This is an optimization exercise on Yosys and OpenROAD, whose aim is small area, not a production implementation.
The RTL was checked by simulation tests, not by an equivalence proof against the original design.
Power and IR drop assume default switching activity.

==> design.v <==
package lcf_pkg;
  localparam logic [3:0] FUNC_TICK       = 4'd0;
  localparam logic [3:0] FUNC_CONNECT    = 4'd1;
  localparam logic [3:0] FUNC_ACCEPT     = 4'd2;
  localparam logic [3:0] FUNC_DISCONNECT = 4'd3;
  localparam logic [3:0] FUNC_DISC_ACK   = 4'd4;
  localparam logic [3:0] FUNC_REMOTE     = 4'd5;
  localparam logic [3:0] FUNC_FORCE      = 4'd6;
  localparam logic [3:0] FUNC_ACTIVITY   = 4'd7;
  localparam logic [3:0] FUNC_RESET      = 4'd8;
endpackage
module link_connection_fsm_top (
  input  logic        clk,
  input  logic        rst,
  input  logic        in_valid,
  output logic        in_stall,
  input  logic [38:0] in_data,
  output logic        out_valid,
  input  logic        out_stall,
  output logic [44:0] out_data,
  input  logic        cfg_valid,
  output logic        cfg_ready,
  input  logic [3:0]  cfg_index,
  input  logic [31:0] cfg_data
);
  localparam logic [1:0] ST_DISC = 2'd0, ST_CONNING = 2'd1, ST_CONN = 2'd2, ST_DISCING = 2'd3;
  logic [15:0] ct_lo, dt_lo, ht_lo;
  logic        ct_hi, dt_hi, ht_hi;
  logic [7:0]  maxr;
  assign cfg_ready = 1'b1;
  wire        wr_hi = |cfg_data[31:16];
  always_ff @(posedge clk) begin
    if (rst) begin
      ct_lo <= 16'd100;  ct_hi <= 1'b0;
      dt_lo <= 16'd100;  dt_hi <= 1'b0;
      ht_lo <= 16'd1000; ht_hi <= 1'b0;
      maxr  <= 8'd3;
    end else if (cfg_valid) begin
      case (cfg_index)
        4'd0: begin ct_lo <= cfg_data[15:0]; ct_hi <= wr_hi; end
        4'd1: begin dt_lo <= cfg_data[15:0]; dt_hi <= wr_hi; end
        4'd2: begin ht_lo <= cfg_data[15:0]; ht_hi <= wr_hi; end
        4'd3: maxr <= cfg_data[7:0];
        default: ;
      endcase
    end
  end
  logic       held_valid;
  logic [3:0] h_func;
  logic [2:0] h_rsn;
  logic       take;
  assign in_stall = held_valid && !take;
  always_ff @(posedge clk) begin
    if (rst) held_valid <= 1'b0;
    else if (!in_stall) held_valid <= in_valid;
    if (!in_stall) begin
      h_func <= in_data[38:35];
      h_rsn  <= in_data[2:0];
    end
  end
  logic [1:0]  st;
  logic [15:0] tmr;
  logic [7:0]  retry;
  logic [2:0]  reason;
  logic [31:0] uid;
  logic        r_status, r_sc, r_d;
  logic [1:0]  r_ta;
  assign take = held_valid && (!out_valid || !out_stall);
  wire h_acc = held_valid && (h_func == lcf_pkg::FUNC_ACCEPT);
  always_ff @(posedge clk) begin
    if (!in_stall && !st[1] && !h_acc) uid <= in_data[34:3];
  end
  logic [1:0]  st_n;
  logic [15:0] tmr_n;
  logic [7:0]  retry_n;
  logic [2:0]  reason_n;
  logic        status_n, d_n;
  logic [1:0]  ta_n;
  logic        sc_n;
  logic [15:0] lim_lo;
  logic        lim_hi;
  logic [15:0] tmr_inc;
  logic        hit;
  always_comb begin
    case (st)
      ST_CONNING: begin lim_lo = ct_lo; lim_hi = ct_hi; end
      ST_CONN:    begin lim_lo = ht_lo; lim_hi = ht_hi; end
      default:    begin lim_lo = dt_lo; lim_hi = dt_hi; end
    endcase
    tmr_inc = (&tmr) ? tmr : tmr + 16'd1;
    hit = !lim_hi && (tmr_inc >= lim_lo);
  end
  always_comb begin
    st_n     = st;
    tmr_n    = tmr;
    retry_n  = retry;
    reason_n = reason;
    status_n = 1'b0;
    d_n      = 1'b0;
    ta_n     = 2'd0;
    case (h_func)
      lcf_pkg::FUNC_TICK: begin
        tmr_n = tmr_inc;
        case (st)
          ST_CONNING: if (hit) begin
            if (retry >= maxr) begin
              reason_n = 3'd4;
              st_n     = ST_DISC;
              d_n      = 1'b1;
              ta_n     = 2'd2;
            end else begin
              retry_n = retry + 8'd1;
              tmr_n   = '0;
              ta_n    = 2'd1;
            end
          end
          ST_CONN: if (hit) begin
            reason_n = 3'd3;
            st_n     = ST_DISC;
            d_n      = 1'b1;
            ta_n     = 2'd2;
          end
          ST_DISCING: if (hit) begin
            reason_n = 3'd1;
            st_n     = ST_DISC;
            d_n      = 1'b1;
            ta_n     = 2'd3;
          end
          default: ;
        endcase
      end
      lcf_pkg::FUNC_CONNECT: begin
        if (st != ST_DISC) status_n = 1'b1;
        else begin
          reason_n = 3'd0;
          st_n     = ST_CONNING;
        end
      end
      lcf_pkg::FUNC_ACCEPT: begin
        if (st != ST_CONNING) status_n = 1'b1;
        else st_n = ST_CONN;
      end
      lcf_pkg::FUNC_DISCONNECT: begin
        if (st != ST_CONN) status_n = 1'b1;
        else st_n = ST_DISCING;
      end
      lcf_pkg::FUNC_DISC_ACK: begin
        if (st != ST_DISCING) status_n = 1'b1;
        else begin
          reason_n = 3'd1;
          st_n     = ST_DISC;
          d_n      = 1'b1;
        end
      end
      lcf_pkg::FUNC_REMOTE: begin
        if (st == ST_DISC) status_n = 1'b1;
        else begin
          reason_n = 3'd2;
          st_n     = ST_DISC;
          d_n      = 1'b1;
        end
      end
      lcf_pkg::FUNC_FORCE: begin
        if (st != ST_DISC) begin
          reason_n = h_rsn;
          st_n     = ST_DISC;
          d_n      = 1'b1;
        end
      end
      lcf_pkg::FUNC_ACTIVITY: begin
        if (st == ST_CONN) tmr_n = '0;
      end
      lcf_pkg::FUNC_RESET: begin
        st_n     = ST_DISC;
        reason_n = 3'd0;
      end
      default: status_n = 1'b1;
    endcase
    sc_n = (st_n != st);
    if (sc_n) tmr_n = '0;
    if (st == ST_DISC) retry_n = '0;
  end
  always_ff @(posedge clk) begin
    if (rst) begin
      st        <= ST_DISC;
      reason    <= 3'd0;
      out_valid <= 1'b0;
    end else if (take) begin
      st        <= st_n;
      reason    <= reason_n;
      out_valid <= 1'b1;
    end else if (!out_stall) begin
      out_valid <= 1'b0;
    end
    if (take) begin
      tmr      <= tmr_n;
      retry    <= retry_n;
      r_status <= status_n;
      r_ta     <= ta_n;
      r_sc     <= sc_n;
      r_d      <= d_n;
    end
  end
  assign out_data[44]    = r_status;
  assign out_data[43:42] = r_ta;
  assign out_data[41:40] = st;
  assign out_data[39:8]  = uid & {32{st[1]}};
  assign out_data[7]     = st[1];
  assign out_data[6:4]   = reason;
  assign out_data[3]     = r_sc && (st == ST_CONN);
  assign out_data[2]     = r_d;
  assign out_data[1]     = r_ta[1] && !r_ta[0] && reason[2];
  assign out_data[0]     = r_sc;
endmodule
==> run.sh <==
#!/bin/bash
# synth_recipe.tcl (not shown) runs the flow's synth.tcl, then flattens the netlist and writes it again
# the make line also repeats each setting of config.mk as NAME=value (left out here)
make -C /OpenROAD-flow-scripts/flow DESIGN_CONFIG=/design/flow/config.mk WORK_HOME=/design/flow/orfs CLKGATE_MAP_FILE= SYNTH_SCRIPT=/design/flow/synth_recipe.tcl finish
==> config.mk <==
export PLATFORM = sky130hd
export DESIGN_NAME = link_connection_fsm_top
export DESIGN_NICKNAME = link_connection_fsm_top
export VERILOG_FILES = /design/flow/design.v
export SDC_FILE = /design/flow/constraint.sdc
export NUM_CORES = 4
export LEC_CHECK = 0
export CAP_MARGIN = 20
export CORE_MARGIN = 2
export CORE_UTILIZATION = 40
export SLEW_MARGIN = 20
==> constraint.sdc <==
create_clock -name core_clock -period 6.0 [get_ports {clk}]
set_input_delay 1.2000 -clock core_clock [delete_from_list [all_inputs] [get_ports {clk}]]
set_output_delay 1.2000 -clock core_clock [all_outputs]
set_load 0.01 [all_outputs]
==> flow_summary.yaml <==
run_status:
  status: "timing/DRC/antenna clean"
power_and_ir_drop:
  ir_drop_v: 0.000210
  power.leakage_nw: 3.27
  powerDensity_nw_per_um2: 253
synthesis:
  synth_area_leader_cell: "edfxtp_1"
  synth_most_common_cell: "nand2_1"
  ys_types: 56
  ys_seq_area_share_pct: 49.4
  async_flop_share_pct: 0
  syn_area_per_cell_sq_um: 9.13
  synth-seq-cells: 134
  synth_common_cells: "153 x nand2_1, 68 x edfxtp_1, 66 x a21oi_1, 66 x dfxtp_1, 61 x nor2_1"
  synth.area.top_cells: "edfxtp_1 30%, dfxtp_1 19%, nand2_1 8.4%, ha_1 5.9%, a21oi_1 4.9%"
  yosys_warnings: 1
  synth.net_count: 858
  synth_edf_count: 68
  synth_cells: 746
  synth_top_area_share_pct: 30.0
  syn-cell-area_sq_um: 6810
  yosys_most_used_dff: "edfxtp_1"
global_routing:
  grt_pass1_wl_microns: 28600
  busiest_layer: "met2"
  first_global_vias: 5774
  grt_util_met3_pct: 5.97
  antenna_found_initial: 0
  track_usage_pct: 19.8
  grt-ovfl-total: 0
  grt_max_degree: 67
  met2_usage_pct: 33.0
  grt.met1_usage_pct: 24.5
layout:
  final_core_util_pct: 53.0
  area_growth_syn_to_layout_pct: 29.1
  nNetsFinal: 965
  n_antenna_cell: 0
  drive_gt1_share_pct: 6.00
floorplan:
  ios: 128
  die_area_sq_um: 18100
  initial_utilization_pct: 41.1
  fp.dieW_microns: 134
  coreArea_sq_um: 16600
  die_h_microns: 134
  rows: 47
sta:
  slew_violations: 0
  setup_viol: 0
  finClkSkew_ps: 7.44
  final_hold_viol_count: 0
  grt_setup_unrepaired: "false"
  hold_slack_ps: 451
  post-route-period-util_pct: 74.9
  tightestPinTransition_ps: 870
  setup_tns_ps: 0
  max_freq_ghz: 0.223
  slew_headroom_pct: 42.0
  min_period_ps: 4490
worst_setup_path:
  r2r_start: "st[0]$_SDFFE_PP0P_"
  rr_worst_depth: 12
  cp-start-kind: "flip-flop"
  worstPathRequired_ps: 6080
  worstSetupPathType: "flip-flop to flip-flop"
  endpoint_kind: "flip-flop"
  regToRegSetupSlack_ps: 1510
  arrival_ps: 4580
  r2r-end: "tmr[5]$_SDFFCE_PP0P_"
  cp_max_fo: 32
drt:
  vias: 5680
  drt_iter0_markers: 355
  drt-pass1-iter-count: 6
  drt-total-wl_microns: 17300
  drc: 0
  via_per_inst: 5.23
  antenna_left: 0
  detail_route.wl_per_cell_microns: 16.0
hold_path:
  min_path_type: "flip-flop to flip-flop"
  hold_depth: 2
  min_from: "dt_lo[1]$_SDFFE_PP0P_"
  hold_path_end: "dt_lo[1]$_SDFFE_PP0P_"
clock_tree:
  cts_tree: "yes"
  cts_setup_buffers: 0
  cts_resized: 0
  worstSkewPairLatency_ps: 430
  cts_hold_buf: 0
  clockBufferDepth: 2
  cts_sinks: 134
  ctsRootBufferMaster: "clkbuf_16"
  h-tree-depth: 4
  numCtsBuffers: 17
  clkTransAtPathRegs_ps: 60
placement:
  hpwl_microns: 12300
  gp_congestion: 0.881
  port_buffers: 126
flow_run:
  max-cap-violations: 0
-- cells in the final DEF (no fill, tap or decap), drive strengths merged, types with 10 or more instances in the layout --
cell,netlist,layout
nand3b,12,12
clkbuf,33,19
nand2,153,153
ha,32,32
inv,21,30
a22oi,17,17
dfxtp,66,66
clkdlybuf4s50,0,125
a21oi,66,66
o21ai,29,29
and2,35,35
edfxtp,68,68
nor2,61,61
nand3,16,16
xnor2,10,10
-- where the power goes --
part | switching [mW] | internal (mW)
Clock | 0.410 | 0.600
Combinational | 0.101 | 0.0977
Sequential | 0.0220 | 0.998
Total | 0.533 | 1.70
-- metal layers --
metal	vias up	wire length (microns)
met2	159	8580
met3	30	1080
met4	0	306
met5	-	0
met1	2663	7390
li1	2828	-
-- critical path, cell delays in order (launching register included) --
cell,delay [ps]
dfxtp_1,500
inv_1,160
ha_1,870
o21ai_0,170
ha_1,320
a21oi_1,140
o21ai_0,110
nor4_1,460
o211ai_1,200
a32oi_1,290
o31ai_4,80
buf_4,210
o311a_1,610
-- sequential cells by signal (all words and copies together), names as in the netlist, 2 cells and up --
register,flops
uid,32
ct_lo,16
dt_lo,16
ht_lo,16
tmr,16
maxr,8
retry,8
h_func,4
h_rsn,3
reason,3
r_ta,2
st,2
-- area by class of cell --
class | count | area (sq um)
Clock buffer | 19 | 455
Clock inverter | 13 | 114
Fill cell | 1540 | 7790
Inverter | 21 | 78.8
Multi-Input combinational cell | 546 | 3190
Sequential cell | 134 | 3360
Tap cell | 220 | 275
Timing Repair Buffer | 133 | 1310
-- worst max-delay path by stage --
stage                        from                     to
2_1_floorplan           out_stall       uid[0]$_DFFE_PP_
3_3_place_gp   st[0]$_SDFFE_PP0P_  tmr[13]$_SDFFCE_PP0P_
3_5_place_dp   st[0]$_SDFFE_PP0P_  tmr[13]$_SDFFCE_PP0P_
4_1_cts        st[0]$_SDFFE_PP0P_  tmr[10]$_SDFFCE_PP0P_
5_1_grt        st[0]$_SDFFE_PP0P_  tmr[13]$_SDFFCE_PP0P_
6_report       st[0]$_SDFFE_PP0P_   tmr[5]$_SDFFCE_PP0P_
-- cells by family (layout without fill, tap and decap cells) --
family,after synthesis,count (layout),share of synthesized area [%]
and+or+nand+nor,333,333,22.8
xor gates and xnor gates,18,18,2.32
adders and majority gates,32,32,5.88
muxes,11,11,1.69
DFF,134,134,49.4
other,1,1,0.0551
buffers and inverters,66,186,4.14
AOI/OAI and AO/OA,151,151,13.7
-- metrics by stage --
step | power [mW] | instance area [sq um] | instances | setup WS, ps
floorplan | 1.14 | 6810 | 746 | 1380
global placement | 1.23 | 8210 | 1054 | 1660
detailed placement | 1.24 | 8220 | 1054 | 1490
CTS | 2.25 | 8790 | 1086 | 1490
global route | 2.32 | 8790 | 1086 | 1030
finish | 2.23 | 8790 | 1086 | 1510

[what the ideal ports hide]
No port has a modelled driver above. Below, the same layout with a new extraction and two added sets of constraints.
Step 1 (the two cells are an assumption about what drives the block):
set clk [get_ports {clk}]
set_driving_cell -lib_cell sky130_fd_sc_hd__clkbuf_16 $clk
set_driving_cell -lib_cell sky130_fd_sc_hd__buf_2 [delete_from_list [all_inputs] $clk]
Step 2 times the ports against the registers' clock, not the clock port: input delays grow and output delays shrink by t, the midpoint of the rising clock arrivals with the driver on.
Three values: no drivers, after step 1, after step 2; two values: the first two.
shift t [ns]: 0.465
slack for setup (ns): 1.506 / 1.506 / 1.506
hold WS [ns]: 0.451 / 0.451 / 0.451
pins driven straight from the clock port: 1
After both steps setup and hold are still met in this run. For this run, drivers alone change the setup slack by 0.000 ns; drivers and shift together by 0.000 ns.
